Context: an optimization exercise on an open-source flow, tuned for small area, a short achievable clock period and few clock cycles per item. The choices shown serve that exercise and are no tape-out recipe. Only simulation tests tie the RTL to the original design; equivalence was not proved. Power is estimated from default activity; no workload was simulated.

Setup of build 38:
==> flow/design.v (excerpt) <==
module mips_multicycle #(
    parameter logic [31:0] RESET_PC = 32'h0000_0000,
    parameter int unsigned ADDR_W   = 32,
    parameter int unsigned CNT_W    = 32
) (
    input  logic              clk,
    input  logic              rst,
    output logic              mem_req,
    output logic              mem_we,
    output logic [ADDR_W-1:0] mem_addr,
    output logic [31:0]       mem_wdata,
    input  logic [31:0]       mem_rdata,
    input  logic              mem_ready,
    output logic              halt,
    output logic [CNT_W-1:0]  instr_count
);
clock: 6.0 ns
lec_check: 0
cap_margin: 20
core_margin: 2
core_utilization: 50
cts_cluster_diameter: 70
cts_cluster_size: 20
place_density: 0.6
setup_slack_margin: 2.8
slew_margin: 20
run.sh (not shown) runs the stock make flow with config.mk's settings and CLKGATE_MAP_FILE= SYNTH_SCRIPT=/design/flow/synth_recipe.tcl, a recipe that flattens the netlist after the stock synthesis.
Testbench counts of build 38, summed over its fixed seeds: cycles 81,651, instrs 60,900.
--- input diff build 38..build 43 ---
- changing SETUP_SLACK_MARGIN from 2.8 to 2.7
- changing PLACE_DENSITY from 0.6 to 0.65
Findings:
Average via count per standard cell grows slightly when moving from build 38 to build 43. On build 43: cell area is 1.4% lower than what build 38 gave. Comparing build 38 and build 43, the lower sequential portion of the cell area is on build 38. Build 43 against build 38: detailed-route wire length per cell dropped 0.39 um; setup slack after placement grew by 0.11 ns; wire length of the first global-routing pass held; clock-pin slew reported for the worst setup and hold paths after clock tree synthesis now sits at about the same level.
Setup changes, build 43 to build 84
- SETUP_SLACK_MARGIN: 2.7 -> 2.8
- PLACE_DENSITY: 0.65 -> 0.5
- CTS_CLUSTER_SIZE: 20 -> unset
- CORE_UTILIZATION: 50 -> 40
- CTS_CLUSTER_DIAMETER: 70 -> unset
- Build 43 and build 84 all finish clean.
- Build 84 vs. build 43: met3 wirelength from detailed routing fell 9.3%; share of layout cells above drive strength 1 rose 4.3 points; transition time of the tightest slew-check pin fell 0.083 ns; wire length the detailed router placed on met1 rose 17%.
- Number of inverters outside the clock class in the layout, build 43 and build 84, lower one = build 84.
- Changes observed in build 84 relative to build 43: area of all placed cells without fillers up 4600 um^2; number of H-tree levels grew by 1.
- sky130_fd_sc_hd__dfxtp_4 as the cell at the slowest stage of the critical path was reported by build 84, and sky130_fd_sc_hd__edfxtp_1 by build 43.

* * *

Setup of job 101:
mips_multicycle again, from the RTL that the note above started with.
export LEC_CHECK = 0
export CAP_MARGIN = 20
export CORE_MARGIN = 2
export CORE_UTILIZATION = 40
export CTS_CLUSTER_DIAMETER = 70
export CTS_CLUSTER_SIZE = 20
export PLACE_DENSITY = 0.5
export SETUP_SLACK_MARGIN = 2.4
export SLEW_MARGIN = 20
create_clock -name core_clock -period 6.0 [get_ports {clk}]
Job 101 finished end to end and its layout was clean on timing, DRC and antenna.
Testbench counts of job 101, summed over its fixed seeds: cycles 81,651, instrs 60,900.
Here is what was changed in the inputs of job 102 compared with job 101.
- changing CORE_UTILIZATION from 40 to 45
- changing SETUP_SLACK_MARGIN from 2.4 to 2.5
- changing PLACE_DENSITY from 0.5 to 0.55
Findings:
- Job 101 → job 102: post-route worst setup slack increased 0.13 ns, clock network fraction of design power decreased 2.2 points, met1 capacity usage during global routing increased 4.2 points, critical path depth decreased 1.
- Die boundary height: job 102 vs job 101 down 23 µm
- Job 102 vs. job 101: peak clock frequency supported by timing +9.6 MHz, tap cell count -about 13%.
--- input diff job 102..job 103 ---
- SETUP_SLACK_MARGIN now 3.3, was 2.5
- PLACE_DENSITY now 0.5, was 0.55
- CORE_UTILIZATION now 40, was 45
### Flow results
Looking at the reports, job 103 completed the entire flow and the layout it produced met the timing, design-rule and antenna checks.
In the metrics for job 102 and job 103, the one carrying the higher first-pass GRT wire length is job 103.
The lower worst setup timing slack at the placement stage came out of job 103.
The total number of tap cells of job 103 exceeds that of job 102 by 14%.
Summary — number of antenna violations at the first check in global routing, job 103 relative to job 102: higher, by 4.
Going from job 102 to job 103, hold slack moved up, combinational power now larger, clock power went up by about 2%.
Run comparison: job 102 critical path endpoint rr_q[30]$_DFFE_PP_; job 103 critical path endpoint rr_q[24]$_DFFE_PP_
Job 103 -> job 102: simple-gate share of the synthesized area delta 0, exact match
What job 104 does differently from job 103 at the input level:
- swapping 3.3 for 2.8 in SETUP_SLACK_MARGIN
Findings:
Going from job 103 to job 104, design area decreased 6.7%, maximum clock rate increased 3.8%. Area occupied by registers: job 103 vs job 104 — no meaningful difference. Summary of job 104 over job 103: number of instances in the placed design now sits at about the same level, slew at the pin with the worst max-slew slack now sits higher, routed wire length saw a decrease, tightest slew margin relative to the limit down 0.36 points, weighted congestion at the end of routability-driven global placement went up by 1.7%. Job 104: multi-input combinational area share 0.42 points below job 103.

* * *

== the previous run ==
Another version of the RTL of mips_multicycle (not shown whole).
Size in the first run: ~5400 cells after synthesis, about 1400 flip-flops, about 130 I/O pins, ~0.068 sq mm of cells after synthesis.
clock: 6.0 ns
lec_check: 0
cap_margin: 10
core_margin: 2
core_utilization: 40
place_density: 0.5
setup_slack_margin: 2.9
slew_margin: 10
tns_end_percent: 5
Testbench counts of the previous run, summed over its fixed seeds: cycles 81,651, instrs 60,900.
For the current run, these inputs were changed with respect to the previous run:
# the previous run
export LEC_CHECK = 0
export CAP_MARGIN = 10
export CORE_MARGIN = 2
export CORE_UTILIZATION = 40
export PLACE_DENSITY = 0.5
export SETUP_SLACK_MARGIN = 2.9
export SLEW_MARGIN = 10
export TNS_END_PERCENT = 5
create_clock -name core_clock -period 6.0 [get_ports {clk}]
# the current run
export LEC_CHECK = 0
export CAP_MARGIN = 20
export CORE_MARGIN = 2
export CORE_UTILIZATION = 40
export PLACE_DENSITY = 0.5
export SETUP_SLACK_MARGIN = 2.8
export SLEW_MARGIN = 20
create_clock -name core_clock -period 6.0 [get_ports {clk}]
Notes after the runs:
Having completed the whole flow, the current run delivered a layout that passed the timing, design-rule and antenna checks. Compared with the previous run, the current run degrades area of all placed cells without fillers. In terms of count of multi-input gates, the current run and the previous run differ only marginally. In the current run the global routing usage on met3 turned out 2.6 points lower than in the previous run. The current run does better than the previous run on fmax. The current run and the previous run ended up with nearly the same die area. Looking at the current run and the previous run, the routed wire length is a wash. Relative to the previous run, the cell depth of the worst setup path of the current run is higher by 7.

separate check: timing with driven ports:
Ports are ideal in the flow. The routed layouts listed here were re-timed in OpenROAD.
Step 1 assumes that a clkbuf_16 drives the clock port and a buf_2 every other input.
Step 2 moves the port delays by t, midway between the first and last clock arrival at a register: inputs arrive t later, outputs are due t later. That takes back most of the time a late clock gives input paths.
Three values: ideal ports, drivers, drivers and shift; two values: the first two.
run | t, ns | slack for setup (ns) | worst setup path after step 2 | worst slew at a driven data input, ns | cell pins on the clock port's net
build 38 | 0.814 | 2.473 / 2.473 / 1.927 | input to register | 0.13 | 1
build 43 | 0.847 | 2.447 / 2.384 / 1.794 | input to register | 0.05 | 1
build 84 | 0.911 | 2.474 / 2.393 / 1.808 | input to register | 0.07 | 1
job 101 | 0.834 | 2.266 / 2.266 / 1.553 | input to register | 0.08 | 1
job 102 | 0.829 | 2.395 / 2.389 / 1.652 | input to register | 0.07 | 1
job 103 | 0.843 | 2.377 / 2.357 / 1.950 | input to register | 0.19 | 1
job 104 | 0.856 | 2.511 / 2.434 / 1.888 | input to register | 0.06 | 1
the previous run | 0.898 | 2.267 / 2.267 / 1.394 | input to register | 0.22 | 1
the current run | 0.930 | 2.469 / 2.462 / 1.775 | input to register | 0.16 | 1
After both steps every run listed still meets setup and hold. The setup slack of the previous run, which loses most, moves by 0.000 ns with the drivers and by -0.873 ns with both steps.
